Source: an optimization exercise on an open RTL-to-GDS flow (aim: small area and a short achievable clock period). Production flows keep margins and buffers that such runs may drop. RTL that was checked went through simulation tests only; none was proved equivalent to the original. No activity file was given, so power comes from the tool's default toggle rates.

## oak
Design fir_systolic_cfg, start of the top module:
module fir_systolic_cfg (
    input  logic               clk,
    input  logic               rst,
    input  logic               in_valid,
    input  logic signed [15:0] in_data,
    input  logic               coef_wr,
    input  logic [2:0]         coef_addr,
    input  logic signed [15:0] coef_data,
    output logic               out_valid,
    output logic signed [31:0] out_data,
    output logic               out_ovf
);
    logic [15:0] coef_q [8];
    logic [2:0]  fill_q;
    logic        out_valid_q;
    wire         ov_d = in_valid & (fill_q == 3'd7);
    logic [34:0] ps0, pc0;
    logic [33:0] ps1, pc1;
    logic [33:0] ps2, pc2;
    logic [33:0] ps3, pc3;
    logic [32:0] ps4, pc4;
    logic [32:0] ps5, pc5;
    logic [31:0] ps6, pc6;
    logic [34:0] yp, yg;
    wire [16:0] hb0 = {coef_q[0], 1'b0};
    wire [16:0] xe0 = {in_data[15], in_data};
    wire [16:0] xs0 = {in_data, 1'b0};
    wire [7:0] on0, tw0, ng0;
    assign on0[0] = hb0[1] ^ hb0[0];
    assign tw0[0] = (hb0[2] & ~hb0[1] & ~hb0[0]) | (~hb0[2] & hb0[1] & hb0[0]);
    assign ng0[0] = hb0[2];
    assign on0[1] = hb0[3] ^ hb0[2];
    assign tw0[1] = (hb0[4] & ~hb0[3] & ~hb0[2]) | (~hb0[4] & hb0[3] & hb0[2]);
    assign ng0[1] = hb0[4];
    assign on0[2] = hb0[5] ^ hb0[4];
    assign tw0[2] = (hb0[6] & ~hb0[5] & ~hb0[4]) | (~hb0[6] & hb0[5] & hb0[4]);
    assign ng0[2] = hb0[6];
    assign on0[3] = hb0[7] ^ hb0[6];
    assign tw0[3] = (hb0[8] & ~hb0[7] & ~hb0[6]) | (~hb0[8] & hb0[7] & hb0[6]);
    assign ng0[3] = hb0[8];
    assign on0[4] = hb0[9] ^ hb0[8];
    assign tw0[4] = (hb0[10] & ~hb0[9] & ~hb0[8]) | (~hb0[10] & hb0[9] & hb0[8]);
    assign ng0[4] = hb0[10];
    assign on0[5] = hb0[11] ^ hb0[10];
    assign tw0[5] = (hb0[12] & ~hb0[11] & ~hb0[10]) | (~hb0[12] & hb0[11] & hb0[10]);
    assign ng0[5] = hb0[12];
    assign on0[6] = hb0[13] ^ hb0[12];
    assign tw0[6] = (hb0[14] & ~hb0[13] & ~hb0[12]) | (~hb0[14] & hb0[13] & hb0[12]);
  ...
==> flow/config.mk <==
export PLATFORM = sky130hd
export DESIGN_NAME = fir_systolic_cfg
export DESIGN_NICKNAME = fir_systolic_cfg
export VERILOG_FILES = /design/flow/design.v
export SDC_FILE = /design/flow/constraint.sdc
export NUM_CORES = 4
export LEC_CHECK = 0
export ABC_AREA = 1
export CAP_MARGIN = 20
export CORE_MARGIN = 2
export CORE_UTILIZATION = 40
export SETUP_SLACK_MARGIN = 5
export SLEW_MARGIN = 20
==> flow/constraint.sdc <==
create_clock -name core_clock -period 10.0 [get_ports {clk}]
set_input_delay 2.0000 -clock core_clock [delete_from_list [all_inputs] [get_ports {clk}]]
set_output_delay 2.0000 -clock core_clock [all_outputs]
set_load 0.01 [all_outputs]
standard.sh (not shown) runs the stock make flow with config.mk's settings and CLKGATE_MAP_FILE= SYNTH_SCRIPT=/design/flow/synth_recipe.tcl, a recipe that flattens the netlist after the stock synthesis.
==> flow/flow/run.sh <==
#!/bin/bash
# Standard layout, with one extra step between synthesis and floorplan:
# fa_polarity.py flips full-adder cells (a full adder is self-dual) so that
# fewer inverters are needed around them. The rewritten netlist is checked
# against the synthesised one with ABC's combinational equivalence check
# (same registers); if the check does not pass, the synthesised netlist is
# kept unchanged.
set -euo pipefail
W=$(pwd)
R=$W/orfs/results/$FLOW_PLATFORM/fir_systolic_cfg/base
LIB=$FLOW_HOME/platforms/$FLOW_PLATFORM/lib/sky130_fd_sc_hd__tt_025C_1v80.lib
YB=$FLOW_HOME/../tools/install/yosys/bin
[ -x $YB/yosys ] || YB=$(dirname $(command -v yosys))

bash standard.sh synth > synth.log 2>&1

cp $R/1_2_yosys.v $W/netlist_synth.v
python3 flow/fa_polarity.py $W/netlist_synth.v $W/netlist_pol.v > polarity.log 2>&1

for n in synth pol; do
  cat > $W/blif_$n.ys <<EOT
read_liberty -ignore_miss_func $LIB
read_verilog $W/netlist_$n.v
hierarchy -top $FLOW_TOP
flatten
opt_clean
dffunmap
techmap
opt -fast
write_blif -gates $W/netlist_$n.blif
EOT
  $YB/yosys -q -l blif_$n.log $W/blif_$n.ys > /dev/null 2>&1
done
$YB/yosys-abc -c "cec $W/netlist_synth.blif $W/netlist_pol.blif" > cec.log 2>&1 || true
if grep -q "Networks are equivalent" cec.log; then
  echo "polarity: equivalent, using rewritten netlist" >> polarity.log
  cp $W/netlist_pol.v $R/1_2_yosys.v
  touch $R/1_2_yosys.v
else
  echo "polarity: NOT proven equivalent, keeping synthesised netlist" >> polarity.log
fi
rm -f $W/netlist_synth.blif $W/netlist_pol.blif

bash standard.sh finish > layout.log 2>&1
Other scripts of this flow, unchanged in this note and not shown: flow/flow/fa_polarity.py
oak has completed all stages; timing, DRC and antenna checks passed.
Inputs modified between oak and pine:
# oak
export LEC_CHECK = 0
export ABC_AREA = 1
export CAP_MARGIN = 20
export CORE_MARGIN = 2
export CORE_UTILIZATION = 40
export SETUP_SLACK_MARGIN = 5
export SLEW_MARGIN = 20
create_clock -name core_clock -period 10.0 [get_ports {clk}]
# pine
export LEC_CHECK = 0
export ABC_AREA = 1
export CAP_MARGIN = 20
export CORE_MARGIN = 2
export CORE_UTILIZATION = 60
export SETUP_SLACK_MARGIN = 5
export SLEW_MARGIN = 20
create_clock -name core_clock -period 10.0 [get_ports {clk}]
==> summary.txt <==
The via count reported for pine is higher than the one for oak.
pine: all stages complete, timing, DRC and antenna checks passed
From oak to pine the numbers moved as follows: final critical-path share of the clock period was more or less identical; non-clock buffer count decreased by 3.2% relative to the old numbers; final area down about 0.75%; cell count has decreased.
oak → pine: overall power consumption increased 4.2%; core utilization climbed 23 points; total wire length went up; die area down 56,000 sq um.

---

cedar:
fir_systolic_cfg, a different RTL version from the one above (not shown whole).
Size in the first run: ~68000 sq um of cells after synthesis.
export LEC_CHECK = 0
export ABC_AREA = 1
export CAP_MARGIN = 5
export CORE_MARGIN = 2
export CORE_UTILIZATION = 40
export SETUP_SLACK_MARGIN = 5
export SLEW_MARGIN = 5
create_clock -name core_clock -period 10.0 [get_ports {clk}]
==> flow/flow/run.sh <==
#!/bin/bash
# Standard layout, with one extra step between synthesis and floorplan:
# fa_polarity.py flips full-adder cells (a full adder is self-dual) so that
# fewer inverters are needed around them. The rewritten netlist is checked
# against the synthesised one with ABC's combinational equivalence check
# (same registers); if the check does not pass, the synthesised netlist is
# kept unchanged. Port buffers are plain buffers (buf_4) rather than the
# delay cell buffer_ports picks by itself.
set -euo pipefail
W=$(pwd)
R=$W/orfs/results/$FLOW_PLATFORM/fir_systolic_cfg/base
LIB=$FLOW_HOME/platforms/$FLOW_PLATFORM/lib/sky130_fd_sc_hd__tt_025C_1v80.lib
YB=$FLOW_HOME/../tools/install/yosys/bin
[ -x $YB/yosys ] || YB=$(dirname $(command -v yosys))

bash standard.sh synth > synth.log 2>&1

cp $R/1_2_yosys.v $W/netlist_synth.v
python3 flow/fa_polarity.py $W/netlist_synth.v $W/netlist_pol.v > polarity.log 2>&1

for n in synth pol; do
  cat > $W/blif_$n.ys <<EOT
read_liberty -ignore_miss_func $LIB
read_verilog $W/netlist_$n.v
hierarchy -top $FLOW_TOP
flatten
opt_clean
dffunmap
techmap
opt -fast
write_blif -gates $W/netlist_$n.blif
EOT
  $YB/yosys -q -l blif_$n.log $W/blif_$n.ys > /dev/null 2>&1
done
$YB/yosys-abc -c "cec $W/netlist_synth.blif $W/netlist_pol.blif" > cec.log 2>&1 || true
if grep -q "Networks are equivalent" cec.log; then
  echo "polarity: equivalent, using rewritten netlist" >> polarity.log
  cp $W/netlist_pol.v $R/1_2_yosys.v
  touch $R/1_2_yosys.v
else
  echo "polarity: NOT proven equivalent, keeping synthesised netlist" >> polarity.log
fi
rm -f $W/netlist_synth.blif $W/netlist_pol.blif

export BUFFER_PORTS_ARGS="-inputs -outputs -buffer_cell sky130_fd_sc_hd__buf_4"
bash standard.sh finish > layout.log 2>&1
Other scripts of this flow, unchanged in this note and not shown: flow/flow/fa_polarity.py
Relative to cedar, the following input files were edited for maple:
diff --git a/flow/config.mk b/flow/config.mk
--- a/flow/config.mk
+++ b/flow/config.mk
@@ -7,7 +7,7 @@
 export LEC_CHECK = 0
 export ABC_AREA = 1
-export CAP_MARGIN = 5
+export CAP_MARGIN = 20
 export CORE_MARGIN = 2
 export CORE_UTILIZATION = 40
 export SETUP_SLACK_MARGIN = 5
-export SLEW_MARGIN = 5
+export SLEW_MARGIN = 20
### Flow results
- Any difference in fmax between maple and cedar is small enough to ignore.
- Compared with cedar, maple improves final critical delay including setup and external delays.
- Maximum fanout count along the critical path: maple < cedar
- | clock power | maple vs cedar | about 3% lower |
- Number of antenna violations at the first check in global routing is higher on cedar
- In maple, the buffer and inverter count on the worst path came out 1 above the value in cedar.
- On post-route core utilization, maple and cedar are basically level.
No run of this note included a check of the RTL's function; only the layout flow was run.

---

Another version of the RTL of fir_systolic_cfg (not shown whole).
Size in the first run: ~6200 cells after synthesis, about 73 I/O pins.
clock: 10.0 ns
lec_check: 0
abc_area: 1
cap_margin: 20
core_margin: 2
core_utilization: 40
setup_slack_margin: 5
slew_margin: 20
Scripts as last shown in full above: flow/flow/run.sh
Other scripts of this flow, unchanged in this note and not shown: flow/flow/fa_polarity.py
Next try:
--- a/flow/flow/run.sh
+++ b/flow/flow/run.sh
@@ -44,2 +44,4 @@
 
+# repair_timing aims for this much setup slack (ns) at the design's clock
+export SETUP_SLACK_MARGIN=5.5
 export BUFFER_PORTS_ARGS="-inputs -outputs -buffer_cell sky130_fd_sc_hd__buf_4"
- SETUP_SLACK_MARGIN: 5 -> not set
=>
- wire length rose by 22%
- power rose by 11%
- setup slack improves by 0.29 ns
- via count rose by 7.4%
- first-iteration DRC count rose by 32%
Next try:
--- a/flow/flow/run.sh
+++ b/flow/flow/run.sh
@@ -45,3 +45,3 @@
 # repair_timing aims for this much setup slack (ns) at the design's clock
-export SETUP_SLACK_MARGIN=5.5
+export SETUP_SLACK_MARGIN=5.4
 export BUFFER_PORTS_ARGS="-inputs -outputs -buffer_cell sky130_fd_sc_hd__buf_4"
Sequential power hardly moves.
Critical path depth does not change.
Cell area shrinks by 2.0%.
Worst setup slack loses 0.11 ns.
Count of clock-buffer cells in the layout grows by 11.
Die area does not change.
Routed wire length shrinks by 5.1%.
Next try:
--- a/flow/flow/run.sh
+++ b/flow/flow/run.sh
@@ -45,3 +45,3 @@
 # repair_timing aims for this much setup slack (ns) at the design's clock
-export SETUP_SLACK_MARGIN=5.4
+export SETUP_SLACK_MARGIN=5.2
 export BUFFER_PORTS_ARGS="-inputs -outputs -buffer_cell sky130_fd_sc_hd__buf_4"
Result: Routed wire length shrinks by 8.1%; synthesized cell count is unchanged; die area is unchanged; final area goes down by 4.5%; power went down by 5.0%; register-to-register slack degrades by 0.10 ns; synthesized area stays the same.

---

fir_systolic_cfg again, from the RTL that the note above started with.
==> flow/config.mk <==
export PLATFORM = sky130hd
export DESIGN_NAME = fir_systolic_cfg
export DESIGN_NICKNAME = fir_systolic_cfg
export VERILOG_FILES = /design/flow/design.v
export SDC_FILE = /design/flow/constraint.sdc
export NUM_CORES = 4
export LEC_CHECK = 0
export ABC_AREA = 1
export CAP_MARGIN = 20
export CORE_MARGIN = 2
export CORE_UTILIZATION = 40
export SLEW_MARGIN = 20
==> flow/constraint.sdc <==
create_clock -name core_clock -period 10.0 [get_ports {clk}]
set_input_delay 2.0000 -clock core_clock [delete_from_list [all_inputs] [get_ports {clk}]]
set_output_delay 2.0000 -clock core_clock [all_outputs]
set_load 0.01 [all_outputs]
==> flow/flow/run.sh <==
#!/bin/bash
# Standard layout, with one extra step between synthesis and floorplan:
# fa_polarity.py flips full-adder cells (a full adder is self-dual) so that
# fewer inverters are needed around them. The rewritten netlist is checked
# against the synthesised one with ABC's combinational equivalence check
# (same registers); if the check does not pass, the synthesised netlist is
# kept unchanged. Port buffers are plain buffers (buf_4) rather than the
# delay cell buffer_ports picks by itself.
set -euo pipefail
W=$(pwd)
R=$W/orfs/results/$FLOW_PLATFORM/fir_systolic_cfg/base
LIB=$FLOW_HOME/platforms/$FLOW_PLATFORM/lib/sky130_fd_sc_hd__tt_025C_1v80.lib
YB=$FLOW_HOME/../tools/install/yosys/bin
[ -x $YB/yosys ] || YB=$(dirname $(command -v yosys))

bash standard.sh synth > synth.log 2>&1

cp $R/1_2_yosys.v $W/netlist_synth.v
python3 flow/fa_polarity.py $W/netlist_synth.v $W/netlist_pol.v > polarity.log 2>&1

for n in synth pol; do
  cat > $W/blif_$n.ys <<EOT
read_liberty -ignore_miss_func $LIB
read_verilog $W/netlist_$n.v
hierarchy -top $FLOW_TOP
flatten
opt_clean
dffunmap
techmap
opt -fast
write_blif -gates $W/netlist_$n.blif
EOT
  $YB/yosys -q -l blif_$n.log $W/blif_$n.ys > /dev/null 2>&1
done
$YB/yosys-abc -c "cec $W/netlist_synth.blif $W/netlist_pol.blif" > cec.log 2>&1 || true
if grep -q "Networks are equivalent" cec.log; then
  echo "polarity: equivalent, using rewritten netlist" >> polarity.log
  cp $W/netlist_pol.v $R/1_2_yosys.v
  touch $R/1_2_yosys.v
else
  echo "polarity: NOT proven equivalent, keeping synthesised netlist" >> polarity.log
fi
rm -f $W/netlist_synth.blif $W/netlist_pol.blif

# repair_timing aims for this much setup slack (ns) at the design's clock
export SETUP_SLACK_MARGIN=5.3
export BUFFER_PORTS_ARGS="-inputs -outputs -buffer_cell sky130_fd_sc_hd__buf_4"
bash standard.sh finish > layout.log 2>&1
Other scripts of this flow, unchanged in this note and not shown: flow/flow/fa_polarity.py
The starting point passed the timing, DRC and antenna checks.
Change:
--- a/flow/flow/run.sh
+++ b/flow/flow/run.sh
@@ -43,6 +43,4 @@
 rm -f $W/netlist_synth.blif $W/netlist_pol.blif
 
-# repair_timing aims for this much setup slack (ns) at the design's clock
-export SETUP_SLACK_MARGIN=5.3
 export BUFFER_PORTS_ARGS="-inputs -outputs -buffer_cell sky130_fd_sc_hd__buf_4"
 bash standard.sh finish > layout.log 2>&1
--- a/flow/config.mk
+++ b/flow/config.mk
@@ -10,3 +10,5 @@
 export CORE_MARGIN = 2
 export CORE_UTILIZATION = 40
+export CTS_BUF_LIST = sky130_fd_sc_hd__clkbuf_8
+export SETUP_SLACK_MARGIN = 5
 export SLEW_MARGIN = 20
Result:
- die area stays the same
- hold slack degrades by 0.015 ns
- total power goes down by 6.6%
- non-clock buffer count goes down by 59
- design area goes down by 5.1%
- clock power goes down by 14%
- via count goes down by 2.2%
- synthesized cell count does not change
- wire length goes down by 10%
- area after synthesis does not change
- fmax goes down by 5.8%

---

== 07-03 ==
fir_systolic_cfg with an RTL version that a note above also has.
Size in the first run: about 73 I/O pins, ~68000 um^2 of cells after synthesis.
==> flow/config.mk <==
export PLATFORM = sky130hd
export DESIGN_NAME = fir_systolic_cfg
export DESIGN_NICKNAME = fir_systolic_cfg
export VERILOG_FILES = /design/flow/design.v
export SDC_FILE = /design/flow/constraint.sdc
export NUM_CORES = 4
export LEC_CHECK = 0
export ABC_AREA = 1
export CAP_MARGIN = 20
export CORE_MARGIN = 2
export CORE_UTILIZATION = 40
export CTS_BUF_LIST = sky130_fd_sc_hd__clkbuf_8
export SETUP_SLACK_MARGIN = 5
export SLEW_MARGIN = 20
==> flow/constraint.sdc <==
create_clock -name core_clock -period 10.0 [get_ports {clk}]
set_input_delay 2.0000 -clock core_clock [delete_from_list [all_inputs] [get_ports {clk}]]
set_output_delay 2.0000 -clock core_clock [all_outputs]
set_load 0.01 [all_outputs]
==> flow/flow/run.sh <==
#!/bin/bash
# Standard layout, with one extra step between synthesis and floorplan:
# fa_polarity.py flips full-adder cells (a full adder is self-dual) so that
# fewer inverters are needed around them. The rewritten netlist is checked
# against the synthesised one with ABC's combinational equivalence check
# (same registers); if the check does not pass, the synthesised netlist is
# kept unchanged. Port buffers are plain buffers (buf_4) rather than the
# delay cell buffer_ports picks by itself.
set -euo pipefail
W=$(pwd)
R=$W/orfs/results/$FLOW_PLATFORM/fir_systolic_cfg/base
LIB=$FLOW_HOME/platforms/$FLOW_PLATFORM/lib/sky130_fd_sc_hd__tt_025C_1v80.lib
YB=$FLOW_HOME/../tools/install/yosys/bin
[ -x $YB/yosys ] || YB=$(dirname $(command -v yosys))

bash standard.sh synth > synth.log 2>&1

cp $R/1_2_yosys.v $W/netlist_synth.v
python3 flow/fa_polarity.py $W/netlist_synth.v $W/netlist_pol.v > polarity.log 2>&1

for n in synth pol; do
  cat > $W/blif_$n.ys <<EOT
read_liberty -ignore_miss_func $LIB
read_verilog $W/netlist_$n.v
hierarchy -top $FLOW_TOP
flatten
opt_clean
dffunmap
techmap
opt -fast
write_blif -gates $W/netlist_$n.blif
EOT
  $YB/yosys -q -l blif_$n.log $W/blif_$n.ys > /dev/null 2>&1
done
$YB/yosys-abc -c "cec $W/netlist_synth.blif $W/netlist_pol.blif" > cec.log 2>&1 || true
if grep -q "Networks are equivalent" cec.log; then
  echo "polarity: equivalent, using rewritten netlist" >> polarity.log
  cp $W/netlist_pol.v $R/1_2_yosys.v
  touch $R/1_2_yosys.v
else
  echo "polarity: NOT proven equivalent, keeping synthesised netlist" >> polarity.log
fi
rm -f $W/netlist_synth.blif $W/netlist_pol.blif

export BUFFER_PORTS_ARGS="-inputs -outputs -buffer_cell sky130_fd_sc_hd__buf_4"
bash standard.sh finish > layout.log 2>&1
Other scripts of this flow, unchanged in this note and not shown: flow/flow/fa_polarity.py
diff inputs: 07-03 => 06-23
- a deleted CTS_BUF_LIST that had been sky130_fd_sc_hd__clkbuf_8
--- a/flow/flow/run.sh
+++ b/flow/flow/run.sh
@@ -7,2 +7 @@
-# kept unchanged. Port buffers are plain buffers (buf_4) rather than the
-# delay cell buffer_ports picks by itself.
+# kept unchanged.
@@ -45 +43,0 @@
-export BUFFER_PORTS_ARGS="-inputs -outputs -buffer_cell sky130_fd_sc_hd__buf_4"
Findings:
- On final critical-path share of the clock period, 07-03 and 06-23 are neck and neck.
- When 06-23 is measured against 07-03, its wire length turns out about 8% higher.
- [compare] base=07-03 new=06-23: least setup slack across all paths after layout rose 0.0037 ns, count of vias placed by the detailed router now larger, total setup buffers inserted after CTS now smaller.
- No run among 07-03 and 06-23 stopped early or left any final violation; all are clean.
- 07-03 ended up with met4 as its top routing layer in use; 06-23 ended up with met5.
- In 06-23 the shortest period the worst path allows turned out 0.0037 ns lower than in 07-03.
Function was not checked in any run of this note: the RTL went through the layout flow alone.

re-timing with driven ports:
How much do the figures lean on ideal ports? The routed layouts below were timed once more, with nothing changed but the port constraints.
Step 1, drivers: a clkbuf_16 drives clk and a buf_2 each remaining input, both assumed.
Step 2, shift: input delay + t, output delay - t, t = (earliest + latest rising clock arrival at the registers) / 2. This alone moves slack from input paths to output paths.
Slacks: ideal ports / drivers / drivers and shift; pairs: ideal ports / drivers.
run	shift t [ns]	setup WS [ns]	worst setup path at the end	worst data-port slew with drivers (ns)	pins driven straight from the clock port
oak	0.790	4.795 / 4.716 / 4.275	input to register	0.12	1
pine	0.746	4.805 / 4.723 / 4.341	input to register	0.05	1
cedar	0.760	4.988 / 4.911 / 4.270	input to register	0.15	1
maple	0.780	4.996 / 4.912 / 4.291	input to register	0.15	1
the first run of note 3	0.786	5.057 / 4.816 / 4.030	input to register	0.39	1
the second run of note 3	0.803	5.350 / 5.244 / 4.441	input to register	0.36	1
the third run of note 3	0.798	5.238 / 5.152 / 4.472	input to register	0.34	1
the fourth run of note 3	0.790	5.218 / 5.153 / 4.474	input to register	0.09	1
the first run of note 4	0.800	5.306 / 5.164 / 4.364	input to register	0.32	1
the second run of note 4	0.956	5.015 / 5.000 / 4.097	input to register	0.12	1
07-03	0.917	4.948 / 4.873 / 4.093	input to register	0.15	1
06-23	0.768	4.952 / 4.870 / 4.282	input to register	0.15	1
After both steps every run listed still meets setup and hold. For the first run of note 3, which loses most, drivers alone change the setup slack by -0.241 ns; drivers and shift together by -1.027 ns.
